From an optimization exercise on the open Yosys and OpenROAD flow, aimed at small area, a short achievable clock period and few clock cycles per item; shortcuts taken in it are not production practice.
Where RTL was checked, it was by simulation tests only, not by an equivalence proof against the original.

==> sierra <==
==> flow/design.v <==
package muldiv_pkg;
    localparam int XLEN_DEFAULT = 32;
    typedef enum logic [2:0] {
        OP_MUL    = 3'b000,
        OP_MULH   = 3'b001,
        OP_MULHSU = 3'b010,
        OP_MULHU  = 3'b011,
        OP_DIV    = 3'b100,
        OP_DIVU   = 3'b101,
        OP_REM    = 3'b110,
        OP_REMU   = 3'b111
    } op_e;
    function automatic logic is_div(input logic [2:0] op);
        is_div = op[2];
    endfunction
    function automatic logic is_rem(input logic [2:0] op);
        is_rem = op[2] & op[1];
    endfunction
    function automatic logic is_signed_a(input logic [2:0] op);
        is_signed_a = (op == 3'b000) || (op == 3'b001) || (op == 3'b010) ||
                      (op == 3'b100) || (op == 3'b110);
    endfunction
    function automatic logic is_signed_b(input logic [2:0] op);
        is_signed_b = (op == 3'b000) || (op == 3'b001) || (op == 3'b100) || (op == 3'b110);
    endfunction
endpackage
module muldiv_clz (
    input  logic [31:0] v,
    output logic [5:0]  clz
);
    logic [15:0] a1;  logic [15:0] z1;         
    logic [7:0]  a2;  logic [1:0]  z2 [8];     
    logic [3:0]  a3;  logic [2:0]  z3 [4];     
    logic [1:0]  a4;  logic [3:0]  z4 [2];     
    logic [4:0]  z5;
    always_comb begin
        for (int i = 0; i < 16; i++) begin
            a1[i] = v[2*i+1] | v[2*i];
            z1[i] = ~v[2*i+1];
        end
        for (int i = 0; i < 8; i++) begin
            a2[i] = a1[2*i+1] | a1[2*i];
            z2[i] = a1[2*i+1] ? {1'b0, z1[2*i+1]} : {1'b1, z1[2*i]};
        end
        for (int i = 0; i < 4; i++) begin
            a3[i] = a2[2*i+1] | a2[2*i];
            z3[i] = a2[2*i+1] ? {1'b0, z2[2*i+1]} : {1'b1, z2[2*i]};
        end
        for (int i = 0; i < 2; i++) begin
            a4[i] = a3[2*i+1] | a3[2*i];
            z4[i] = a3[2*i+1] ? {1'b0, z3[2*i+1]} : {1'b1, z3[2*i]};
        end
        z5  = a4[1] ? {1'b0, z4[1]} : {1'b1, z4[0]};
        clz = (a4[1] | a4[0]) ? {1'b0, z5} : 6'd32;
    end
endmodule
module muldiv_seq #(
    parameter int XLEN        = muldiv_pkg::XLEN_DEFAULT,
    parameter int MUL_LATENCY = 1
) (
    input  logic            clk,
    input  logic            rst,
    input  logic            start,
    input  logic [2:0]      op,
    input  logic [XLEN-1:0] rs1,
    input  logic [XLEN-1:0] rs2,
    input  logic            flush,
    output logic            ready,
    output logic            busy,
    output logic            done,
    output logic [XLEN-1:0] result
);
    logic        busy_q, done_q;
    logic        st_setup, st_mull, st_mulh, st_div, st_fin, st_fix;
    logic        swap;
    logic [2:0]  op_q;
    logic [4:0]  cnt;
    logic        negres, fix2;
    logic [33:0] X;
    logic [31:0] Y;
    logic        yfill, yprev;
    logic [32:0] Z;
    logic        accept;
    logic        op_rem, op_div, op_mull;
    assign accept  = ~busy_q & start & ~flush;
    assign op_rem  = muldiv_pkg::is_rem(op_q);
    assign op_div  = muldiv_pkg::is_div(op_q);
    assign op_mull = (op_q == 3'b000);
    logic       sa_in, sb_in;
    logic [5:0] m_a_in, m_b_in, m_a, m_b;
    assign sa_in = muldiv_pkg::is_signed_a(op) & rs1[XLEN-1];
    assign sb_in = muldiv_pkg::is_signed_b(op) & rs2[XLEN-1];
    muldiv_clz u_clz_a (.v(rs1 ^ {32{sa_in}}), .clz(m_a_in));
    muldiv_clz u_clz_b (.v(rs2 ^ {32{sb_in}}), .clz(m_b_in));
    logic       b_zero, k_neg;
    logic [6:0] k;
    assign swap   = (m_a > m_b);
    assign b_zero = (Y == 32'd0);
    assign k      = {1'b0, m_b[5] ? 6'd31 : m_b} + {6'd0, Z[32]} - {1'b0, m_a};
    assign k_neg  = k[6];
    logic [32:0] shifted;
    logic [4:0]  shamt;
    assign shamt   = op_div ? k[4:0] : 5'd0;
    assign shifted = {yfill, Y} << shamt;
    logic c_one, c_two, c_inv, c_y;
    logic [2:0] bsrc;
    logic nb_neg, nb_one, nb_two;
    always_comb begin
        if (st_setup) bsrc = {swap ? Z[1:0] : Y[1:0], 1'b0};
        else          bsrc = Y[3:1];
    end
    assign nb_neg = bsrc[2] & ~(bsrc[1] & bsrc[0]);
    assign nb_one = bsrc[1] ^ bsrc[0];
    assign nb_two = (bsrc[2] & ~bsrc[1] & ~bsrc[0]) | (~bsrc[2] & bsrc[1] & bsrc[0]);
    logic mul_rest_zero;    
    assign mul_rest_zero = (Y == {32{yfill}}) & (yprev == yfill);
    logic [33:0] zx, opb, sum;
    assign zx  = {Z[32], Z};
    assign opb = ({34{c_one}} & zx) | ({34{c_two}} & {Z, 1'b0}) | ({34{c_y}} & {2'b00, Y});
    assign sum = X + (opb ^ {34{c_inv}}) + {33'd0, c_inv};
    logic        q;
    logic [33:0] r_next;
    logic [31:0] q_next;
    assign q      = ~sum[33];
    assign r_next = q ? sum : X;
    assign q_next = {Y[30:0], q};
    always_ff @(posedge clk) begin
        if (rst) begin
            busy_q   <= 1'b0;
            done_q   <= 1'b0;
            st_setup <= 1'b0;
            st_mull  <= 1'b0;
            st_mulh  <= 1'b0;
            st_div   <= 1'b0;
            st_fin   <= 1'b0;
            st_fix   <= 1'b0;
        end else if (flush) begin
            busy_q   <= 1'b0;
            done_q   <= 1'b0;
            st_setup <= 1'b0;
            st_mull  <= 1'b0;
            st_mulh  <= 1'b0;
            st_div   <= 1'b0;
            st_fin   <= 1'b0;
            st_fix   <= 1'b0;
        end else begin
            done_q   <= 1'b0;
            st_setup <= 1'b0;
            st_mull  <= 1'b0;
            st_mulh  <= 1'b0;
            st_div   <= 1'b0;
            st_fin   <= 1'b0;
            st_fix   <= 1'b0;
            if (!busy_q) begin
                if (start) begin
                    busy_q   <= 1'b1;
                    st_setup <= 1'b1;
                end
            end else if (st_setup) begin
                if (!op_div) begin
                    st_mull <= op_mull;
                    st_mulh <= ~op_mull;
                end else if (b_zero | k_neg) begin
                    busy_q <= 1'b0;
                    done_q <= 1'b1;
                end else begin
                    st_div <= 1'b1;
                end
            end else if (st_mull) begin
                if (Y[31:1] == {31{yfill}}) begin
                    busy_q <= 1'b0;
                    done_q <= 1'b1;
                end else begin
                    st_mull <= 1'b1;
                end
            end else if (st_mulh) begin
                if ((mul_rest_zero && cnt[4:2] != 3'd0) ? (cnt == 5'd4) : (cnt == 5'd1)) st_fin <= 1'b1;
                else st_mulh <= 1'b1;
            end else if (st_div) begin
                if (cnt == 5'd0) begin
                    if (op_rem | negres) st_fix <= 1'b1;
                    else begin
                        busy_q <= 1'b0;
                        done_q <= 1'b1;
                    end
                end else begin
                    st_div <= 1'b1;
                end
            end else if (st_fix & op_rem & negres & ~fix2) begin
                st_fix <= 1'b1;
            end else begin   
                busy_q <= 1'b0;
                done_q <= 1'b1;
            end
        end
    end
    always_ff @(posedge clk) begin
        if (!busy_q) begin
            c_one <= 1'b1;
            c_two <= 1'b0;
            c_inv <= sa_in;
            c_y   <= 1'b0;
            m_a   <= m_a_in;
            m_b   <= m_b_in;
            op_q  <= op;
            X     <= 34'd0;
            Y     <= rs2;
            yfill <= sb_in;
            Z     <= {sa_in, rs1};
        end else if (st_setup) begin
            yprev  <= 1'b0;
            cnt    <= op_div ? k[4:0] : 5'd16;
            fix2   <= 1'b0;
            negres <= op_rem ? Z[32] : (Z[32] ^ yfill);
            c_one <= op_div | nb_one;
            c_two <= ~op_div & nb_two;
            c_inv <= op_div ? ~yfill : nb_neg;
            if (!op_div) begin
                if (swap) begin
                    Y     <= Z[31:0];
                    yfill <= Z[32];
                    Z     <= shifted;
                end
            end else if (b_zero | k_neg) begin
                Y <= op_rem ? Z[31:0] : {32{b_zero}};
            end else begin
                X <= sum;
                Y <= 32'd0;
                Z <= shifted;
            end
        end else if (st_mull) begin
            c_one <= nb_one;
            c_two <= nb_two;
            c_inv <= nb_neg;
            X     <= sum;
            Z     <= {Z[30:0], 2'b00};
            yprev <= Y[1];
            if (Y[31:1] == {31{yfill}}) Y <= sum[31:0];
            else                        Y <= {yfill, yfill, Y[31:2]};
        end else if (st_mulh) begin
            if (mul_rest_zero && cnt[4:2] != 3'd0) begin
                X   <= {{8{X[33]}}, X[33:8]};
                cnt <= cnt - 5'd4;
            end else begin
                c_one <= nb_one;
                c_two <= nb_two;
                c_inv <= nb_neg;
                X     <= {{2{sum[33]}}, sum[33:2]};
                Y     <= {yfill, yfill, Y[31:2]};
                yprev <= Y[1];
                cnt   <= cnt - 5'd1;
            end
        end else if (st_div) begin
            X   <= r_next;
            Y   <= q_next;
            Z   <= {Z[32], Z[32:1]};
            cnt <= cnt - 5'd1;
            if (cnt == 5'd0) begin
                c_one <= 1'b0;
                c_y   <= ~op_rem;
                c_inv <= ~op_rem;
                if (!op_rem) X <= 34'd0;
            end
        end else if (st_fix) begin
            Y     <= sum[31:0];
            X     <= 34'd0;
            fix2  <= 1'b1;
            c_y   <= 1'b1;
            c_inv <= 1'b1;
        end else begin   
            Y <= sum[31:0];
        end
    end
    assign busy   = busy_q;
    assign ready  = ~busy_q;
    assign done   = done_q;
    assign result = Y;
endmodule
==> flow/run.sh <==
#!/bin/bash
# synth_recipe.tcl (not shown) runs the flow's synth.tcl, then flattens the netlist and writes it again
# the make line also repeats each setting of config.mk as NAME=value (left out here)
make -C /OpenROAD-flow-scripts/flow DESIGN_CONFIG=/design/flow/config.mk WORK_HOME=/design/flow/orfs CLKGATE_MAP_FILE= SYNTH_SCRIPT=/design/flow/synth_recipe.tcl finish
==> flow/config.mk <==
export PLATFORM = sky130hd
export DESIGN_NAME = muldiv_seq
export DESIGN_NICKNAME = muldiv_seq
export VERILOG_FILES = /design/flow/design.v
export SDC_FILE = /design/flow/constraint.sdc
export NUM_CORES = 4
export LEC_CHECK = 0
export CAP_MARGIN = 20
export CORE_MARGIN = 2
export CORE_UTILIZATION = 40
export SLEW_MARGIN = 20
==> flow/constraint.sdc <==
create_clock -name core_clock -period 12.0 [get_ports {clk}]
set_input_delay 2.4000 -clock core_clock [delete_from_list [all_inputs] [get_ports {clk}]]
set_output_delay 2.4000 -clock core_clock [all_outputs]
set_load 0.01 [all_outputs]
==> yarrow: changes against sierra <==
--- a/flow/design.v
+++ b/flow/design.v
@@ -74,3 +74,2 @@
     logic        st_setup, st_mull, st_mulh, st_div, st_fin, st_fix;
-    logic        swap;
     logic [2:0]  op_q;
@@ -82,5 +81,3 @@
     logic [32:0] Z;
-    logic        accept;
     logic        op_rem, op_div, op_mull;
-    assign accept  = ~busy_q & start & ~flush;
     assign op_rem  = muldiv_pkg::is_rem(op_q);
@@ -89,11 +86,13 @@
     logic       sa_in, sb_in;
-    logic [5:0] m_a_in, m_b_in, m_a, m_b;
+    logic [5:0] ls_a_in, ls_b_in, ls_a, ls_b, m_a, m_b;
     assign sa_in = muldiv_pkg::is_signed_a(op) & rs1[XLEN-1];
     assign sb_in = muldiv_pkg::is_signed_b(op) & rs2[XLEN-1];
-    muldiv_clz u_clz_a (.v(rs1 ^ {32{sa_in}}), .clz(m_a_in));
-    muldiv_clz u_clz_b (.v(rs2 ^ {32{sb_in}}), .clz(m_b_in));
-    logic       b_zero, k_neg;
+    muldiv_clz u_clz_a (.v({rs1[XLEN-2:0] ^ {(XLEN-1){rs1[XLEN-1]}}, 1'b1}), .clz(ls_a_in));
+    muldiv_clz u_clz_b (.v({rs2[XLEN-2:0] ^ {(XLEN-1){rs2[XLEN-1]}}, 1'b1}), .clz(ls_b_in));
+    assign m_a = (Z[31] & ~Z[32]) ? 6'd0 : ls_a + 6'd1;
+    assign m_b = (Y[31] & ~yfill) ? 6'd0 : ls_b + 6'd1;
+    logic       swap, b_zero, k_neg;
     logic [6:0] k;
     assign swap   = (m_a > m_b);
-    assign b_zero = (Y == 32'd0);
+    assign b_zero = (ls_b == 6'd31) & ~Y[31];    
     assign k      = {1'b0, m_b[5] ? 6'd31 : m_b} + {6'd0, Z[32]} - {1'b0, m_a};
@@ -104,2 +103,6 @@
     assign shifted = {yfill, Y} << shamt;
+    logic s_swap, s_mull, s_mulh;
+    assign s_swap = st_setup & ~op_div & swap;
+    assign s_mull = st_mull | (st_setup & op_mull & ~swap);
+    assign s_mulh = st_mulh | (st_setup & ~op_div & ~op_mull & ~swap);
     logic c_one, c_two, c_inv, c_y;
@@ -107,6 +110,4 @@
     logic nb_neg, nb_one, nb_two;
-    always_comb begin
-        if (st_setup) bsrc = {swap ? Z[1:0] : Y[1:0], 1'b0};
-        else          bsrc = Y[3:1];
-    end
+    logic in_neg, in_one, in_two;
+    assign bsrc   = s_swap ? {Z[1:0], 1'b0} : Y[3:1];
     assign nb_neg = bsrc[2] & ~(bsrc[1] & bsrc[0]);
@@ -114,4 +115,11 @@
     assign nb_two = (bsrc[2] & ~bsrc[1] & ~bsrc[0]) | (~bsrc[2] & bsrc[1] & bsrc[0]);
+    assign in_neg = rs2[1];
+    assign in_one = rs2[0];
+    assign in_two = rs2[1] & ~rs2[0];
     logic mul_rest_zero;    
+    logic mull_last;        
+    logic mulh_skip;        
     assign mul_rest_zero = (Y == {32{yfill}}) & (yprev == yfill);
+    assign mull_last     = (Y[31:1] == {31{yfill}});
+    assign mulh_skip     = mul_rest_zero & (cnt[4:2] != 3'd0);
     logic [33:0] zx, opb, sum;
@@ -127,12 +135,3 @@
     always_ff @(posedge clk) begin
-        if (rst) begin
-            busy_q   <= 1'b0;
-            done_q   <= 1'b0;
-            st_setup <= 1'b0;
-            st_mull  <= 1'b0;
-            st_mulh  <= 1'b0;
-            st_div   <= 1'b0;
-            st_fin   <= 1'b0;
-            st_fix   <= 1'b0;
-        end else if (flush) begin
+        if (rst | flush) begin
             busy_q   <= 1'b0;
@@ -158,7 +157,4 @@
                 end
-            end else if (st_setup) begin
-                if (!op_div) begin
-                    st_mull <= op_mull;
-                    st_mulh <= ~op_mull;
-                end else if (b_zero | k_neg) begin
+            end else if (st_setup & op_div) begin
+                if (b_zero | k_neg) begin
                     busy_q <= 1'b0;
@@ -168,4 +164,7 @@
                 end
-            end else if (st_mull) begin
-                if (Y[31:1] == {31{yfill}}) begin
+            end else if (s_swap) begin
+                st_mull <= op_mull;
+                st_mulh <= ~op_mull;
+            end else if (s_mull) begin
+                if (mull_last) begin
                     busy_q <= 1'b0;
@@ -175,4 +174,4 @@
                 end
-            end else if (st_mulh) begin
-                if ((mul_rest_zero && cnt[4:2] != 3'd0) ? (cnt == 5'd4) : (cnt == 5'd1)) st_fin <= 1'b1;
+            end else if (s_mulh) begin
+                if (mulh_skip ? (cnt == 5'd4) : (cnt == 5'd1)) st_fin <= 1'b1;
                 else st_mulh <= 1'b1;
@@ -198,9 +197,11 @@
         if (!busy_q) begin
-            c_one <= 1'b1;
-            c_two <= 1'b0;
-            c_inv <= sa_in;
+            c_one <= op[2] | in_one;
+            c_two <= ~op[2] & in_two;
+            c_inv <= op[2] ? sa_in : in_neg;
             c_y   <= 1'b0;
-            m_a   <= m_a_in;
-            m_b   <= m_b_in;
+            ls_a  <= ls_a_in;
+            ls_b  <= ls_b_in;
             op_q  <= op;
+            cnt   <= 5'd16;
+            yprev <= 1'b0;
             X     <= 34'd0;
@@ -209,17 +210,8 @@
             Z     <= {sa_in, rs1};
-        end else if (st_setup) begin
-            yprev  <= 1'b0;
-            cnt    <= op_div ? k[4:0] : 5'd16;
+        end else if (st_setup & op_div) begin
+            cnt    <= k[4:0];
             fix2   <= 1'b0;
             negres <= op_rem ? Z[32] : (Z[32] ^ yfill);
-            c_one <= op_div | nb_one;
-            c_two <= ~op_div & nb_two;
-            c_inv <= op_div ? ~yfill : nb_neg;
-            if (!op_div) begin
-                if (swap) begin
-                    Y     <= Z[31:0];
-                    yfill <= Z[32];
-                    Z     <= shifted;
-                end
-            end else if (b_zero | k_neg) begin
+            c_inv  <= ~yfill;
+            if (b_zero | k_neg) begin
                 Y <= op_rem ? Z[31:0] : {32{b_zero}};
@@ -230,3 +222,10 @@
             end
-        end else if (st_mull) begin
+        end else if (s_swap) begin
+            c_one <= nb_one;
+            c_two <= nb_two;
+            c_inv <= nb_neg;
+            Y     <= Z[31:0];
+            yfill <= Z[32];
+            Z     <= shifted;
+        end else if (s_mull) begin
             c_one <= nb_one;
@@ -237,6 +236,6 @@
             yprev <= Y[1];
-            if (Y[31:1] == {31{yfill}}) Y <= sum[31:0];
-            else                        Y <= {yfill, yfill, Y[31:2]};
-        end else if (st_mulh) begin
-            if (mul_rest_zero && cnt[4:2] != 3'd0) begin
+            if (mull_last) Y <= sum[31:0];
+            else           Y <= {yfill, yfill, Y[31:2]};
+        end else if (s_mulh) begin
+            if (mulh_skip) begin
                 X   <= {{8{X[33]}}, X[33:8]};
==> flow/flow/run.sh (new file) <==
#!/bin/bash
set -euo pipefail
bash standard.sh SETUP_SLACK_MARGIN=7.5 "BUFFER_PORTS_ARGS=-buffer_cell sky130_fd_sc_hd__buf_2" finish > flow_standard.log 2>&1
==> flow/standard.sh (new file) <==
#!/bin/bash
# synth_recipe.tcl (not shown) runs the flow's synth.tcl, then flattens the netlist and writes it again
# the make line also repeats each setting of config.mk as NAME=value (left out here)
make -C /OpenROAD-flow-scripts/flow DESIGN_CONFIG=/design/flow/config.mk WORK_HOME=/design/flow/orfs CLKGATE_MAP_FILE= SYNTH_SCRIPT=/design/flow/synth_recipe.tcl "${@:-finish}"
removed: flow/run.sh
==> lagoon: changes against sierra <==
--- a/flow/design.v
+++ b/flow/design.v
@@ -74,3 +74,2 @@
     logic        st_setup, st_mull, st_mulh, st_div, st_fin, st_fix;
-    logic        swap;
     logic [2:0]  op_q;
@@ -82,5 +81,3 @@
     logic [32:0] Z;
-    logic        accept;
     logic        op_rem, op_div, op_mull;
-    assign accept  = ~busy_q & start & ~flush;
     assign op_rem  = muldiv_pkg::is_rem(op_q);
@@ -94,3 +91,3 @@
     muldiv_clz u_clz_b (.v(rs2 ^ {32{sb_in}}), .clz(m_b_in));
-    logic       b_zero, k_neg;
+    logic       swap, b_zero, k_neg;
     logic [6:0] k;
@@ -104,2 +101,6 @@
     assign shifted = {yfill, Y} << shamt;
+    logic s_swap, s_mull, s_mulh;
+    assign s_swap = st_setup & ~op_div & swap;
+    assign s_mull = st_mull | (st_setup & op_mull & ~swap);
+    assign s_mulh = st_mulh | (st_setup & ~op_div & ~op_mull & ~swap);
     logic c_one, c_two, c_inv, c_y;
@@ -107,6 +108,4 @@
     logic nb_neg, nb_one, nb_two;
-    always_comb begin
-        if (st_setup) bsrc = {swap ? Z[1:0] : Y[1:0], 1'b0};
-        else          bsrc = Y[3:1];
-    end
+    logic in_neg, in_one, in_two;
+    assign bsrc   = s_swap ? {Z[1:0], 1'b0} : Y[3:1];
     assign nb_neg = bsrc[2] & ~(bsrc[1] & bsrc[0]);
@@ -114,4 +113,11 @@
     assign nb_two = (bsrc[2] & ~bsrc[1] & ~bsrc[0]) | (~bsrc[2] & bsrc[1] & bsrc[0]);
+    assign in_neg = rs2[1];
+    assign in_one = rs2[0];
+    assign in_two = rs2[1] & ~rs2[0];
     logic mul_rest_zero;    
+    logic mull_last;        
+    logic mulh_skip;        
     assign mul_rest_zero = (Y == {32{yfill}}) & (yprev == yfill);
+    assign mull_last     = (Y[31:1] == {31{yfill}});
+    assign mulh_skip     = mul_rest_zero & (cnt[4:2] != 3'd0);
     logic [33:0] zx, opb, sum;
@@ -127,12 +133,3 @@
     always_ff @(posedge clk) begin
-        if (rst) begin
-            busy_q   <= 1'b0;
-            done_q   <= 1'b0;
-            st_setup <= 1'b0;
-            st_mull  <= 1'b0;
-            st_mulh  <= 1'b0;
-            st_div   <= 1'b0;
-            st_fin   <= 1'b0;
-            st_fix   <= 1'b0;
-        end else if (flush) begin
+        if (rst | flush) begin
             busy_q   <= 1'b0;
@@ -158,7 +155,4 @@
                 end
-            end else if (st_setup) begin
-                if (!op_div) begin
-                    st_mull <= op_mull;
-                    st_mulh <= ~op_mull;
-                end else if (b_zero | k_neg) begin
+            end else if (st_setup & op_div) begin
+                if (b_zero | k_neg) begin
                     busy_q <= 1'b0;
@@ -168,4 +162,7 @@
                 end
-            end else if (st_mull) begin
-                if (Y[31:1] == {31{yfill}}) begin
+            end else if (s_swap) begin
+                st_mull <= op_mull;
+                st_mulh <= ~op_mull;
+            end else if (s_mull) begin
+                if (mull_last) begin
                     busy_q <= 1'b0;
@@ -175,4 +172,4 @@
                 end
-            end else if (st_mulh) begin
-                if ((mul_rest_zero && cnt[4:2] != 3'd0) ? (cnt == 5'd4) : (cnt == 5'd1)) st_fin <= 1'b1;
+            end else if (s_mulh) begin
+                if (mulh_skip ? (cnt == 5'd4) : (cnt == 5'd1)) st_fin <= 1'b1;
                 else st_mulh <= 1'b1;
@@ -198,5 +195,5 @@
         if (!busy_q) begin
-            c_one <= 1'b1;
-            c_two <= 1'b0;
-            c_inv <= sa_in;
+            c_one <= op[2] | in_one;
+            c_two <= ~op[2] & in_two;
+            c_inv <= op[2] ? sa_in : in_neg;
             c_y   <= 1'b0;
@@ -205,2 +202,4 @@
             op_q  <= op;
+            cnt   <= 5'd16;
+            yprev <= 1'b0;
             X     <= 34'd0;
@@ -209,17 +208,8 @@
             Z     <= {sa_in, rs1};
-        end else if (st_setup) begin
-            yprev  <= 1'b0;
-            cnt    <= op_div ? k[4:0] : 5'd16;
+        end else if (st_setup & op_div) begin
+            cnt    <= k[4:0];
             fix2   <= 1'b0;
             negres <= op_rem ? Z[32] : (Z[32] ^ yfill);
-            c_one <= op_div | nb_one;
-            c_two <= ~op_div & nb_two;
-            c_inv <= op_div ? ~yfill : nb_neg;
-            if (!op_div) begin
-                if (swap) begin
-                    Y     <= Z[31:0];
-                    yfill <= Z[32];
-                    Z     <= shifted;
-                end
-            end else if (b_zero | k_neg) begin
+            c_inv  <= ~yfill;
+            if (b_zero | k_neg) begin
                 Y <= op_rem ? Z[31:0] : {32{b_zero}};
@@ -230,3 +220,10 @@
             end
-        end else if (st_mull) begin
+        end else if (s_swap) begin
+            c_one <= nb_one;
+            c_two <= nb_two;
+            c_inv <= nb_neg;
+            Y     <= Z[31:0];
+            yfill <= Z[32];
+            Z     <= shifted;
+        end else if (s_mull) begin
             c_one <= nb_one;
@@ -237,6 +234,6 @@
             yprev <= Y[1];
-            if (Y[31:1] == {31{yfill}}) Y <= sum[31:0];
-            else                        Y <= {yfill, yfill, Y[31:2]};
-        end else if (st_mulh) begin
-            if (mul_rest_zero && cnt[4:2] != 3'd0) begin
+            if (mull_last) Y <= sum[31:0];
+            else           Y <= {yfill, yfill, Y[31:2]};
+        end else if (s_mulh) begin
+            if (mulh_skip) begin
                 X   <= {{8{X[33]}}, X[33:8]};
==> comparison <==
lagoon passed the timing, design-rule and antenna checks. yarrow went through all stages and came out clean. sierra passed the timing, design-rule and antenna checks.
Register-to-register slack: yarrow > lagoon > sierra.
Between yarrow and sierra, the lower sequential share of layout area is in sierra (gap 0.47 points).
Against yarrow, the non-clock buffer count of sierra is lower by 9.
In sequential cell count, sierra and lagoon do not differ.
Against lagoon, the fmax of sierra is larger by 7.6%.
Synthesized cell count: sierra > yarrow > lagoon.
Between sierra and yarrow, the lower first-iteration DRC count is in sierra (gap 13%, measured against yarrow).
Between lagoon and sierra, the lower via count is in lagoon (gap 4.6%, measured against sierra).
Testbench counts of yarrow, summed over its fixed seeds: cycles 40,027, ops 4,000.
Testbench counts of lagoon, summed over its fixed seeds: cycles 40,027, ops 4,000.
For sierra, only the layout was checked, not whether the RTL still works.

what the ideal ports hide:
In the flow no input, the clock included, has a driving cell. The finished layouts below were timed again as built, in two steps. Step 1 assumes that a clkbuf_16 drives the clock port and a buf_2 every other input. Step 2 also shifts input and output timing later by t, the mid clock arrival at the registers, as if the neighbouring blocks saw the same clock. a / b / c = ideal / step 1 / step 2; a / b = the first two.
run	shift t [ns]	setup WS [ns]	worst hold slack (ns)
sierra	0.498	6.807 / 6.838 / 6.340	0.473 / 0.473 / 0.473
yarrow	0.495	7.604 / 7.604 / 7.287	0.506 / 0.506 / 0.506
lagoon	0.492	6.410 / 6.433 / 5.941	0.503 / 0.503 / 0.503
After both steps every run listed still meets setup and hold. The setup slack of lagoon, which loses most, moves by +0.023 ns with the drivers and by -0.469 ns with both steps.
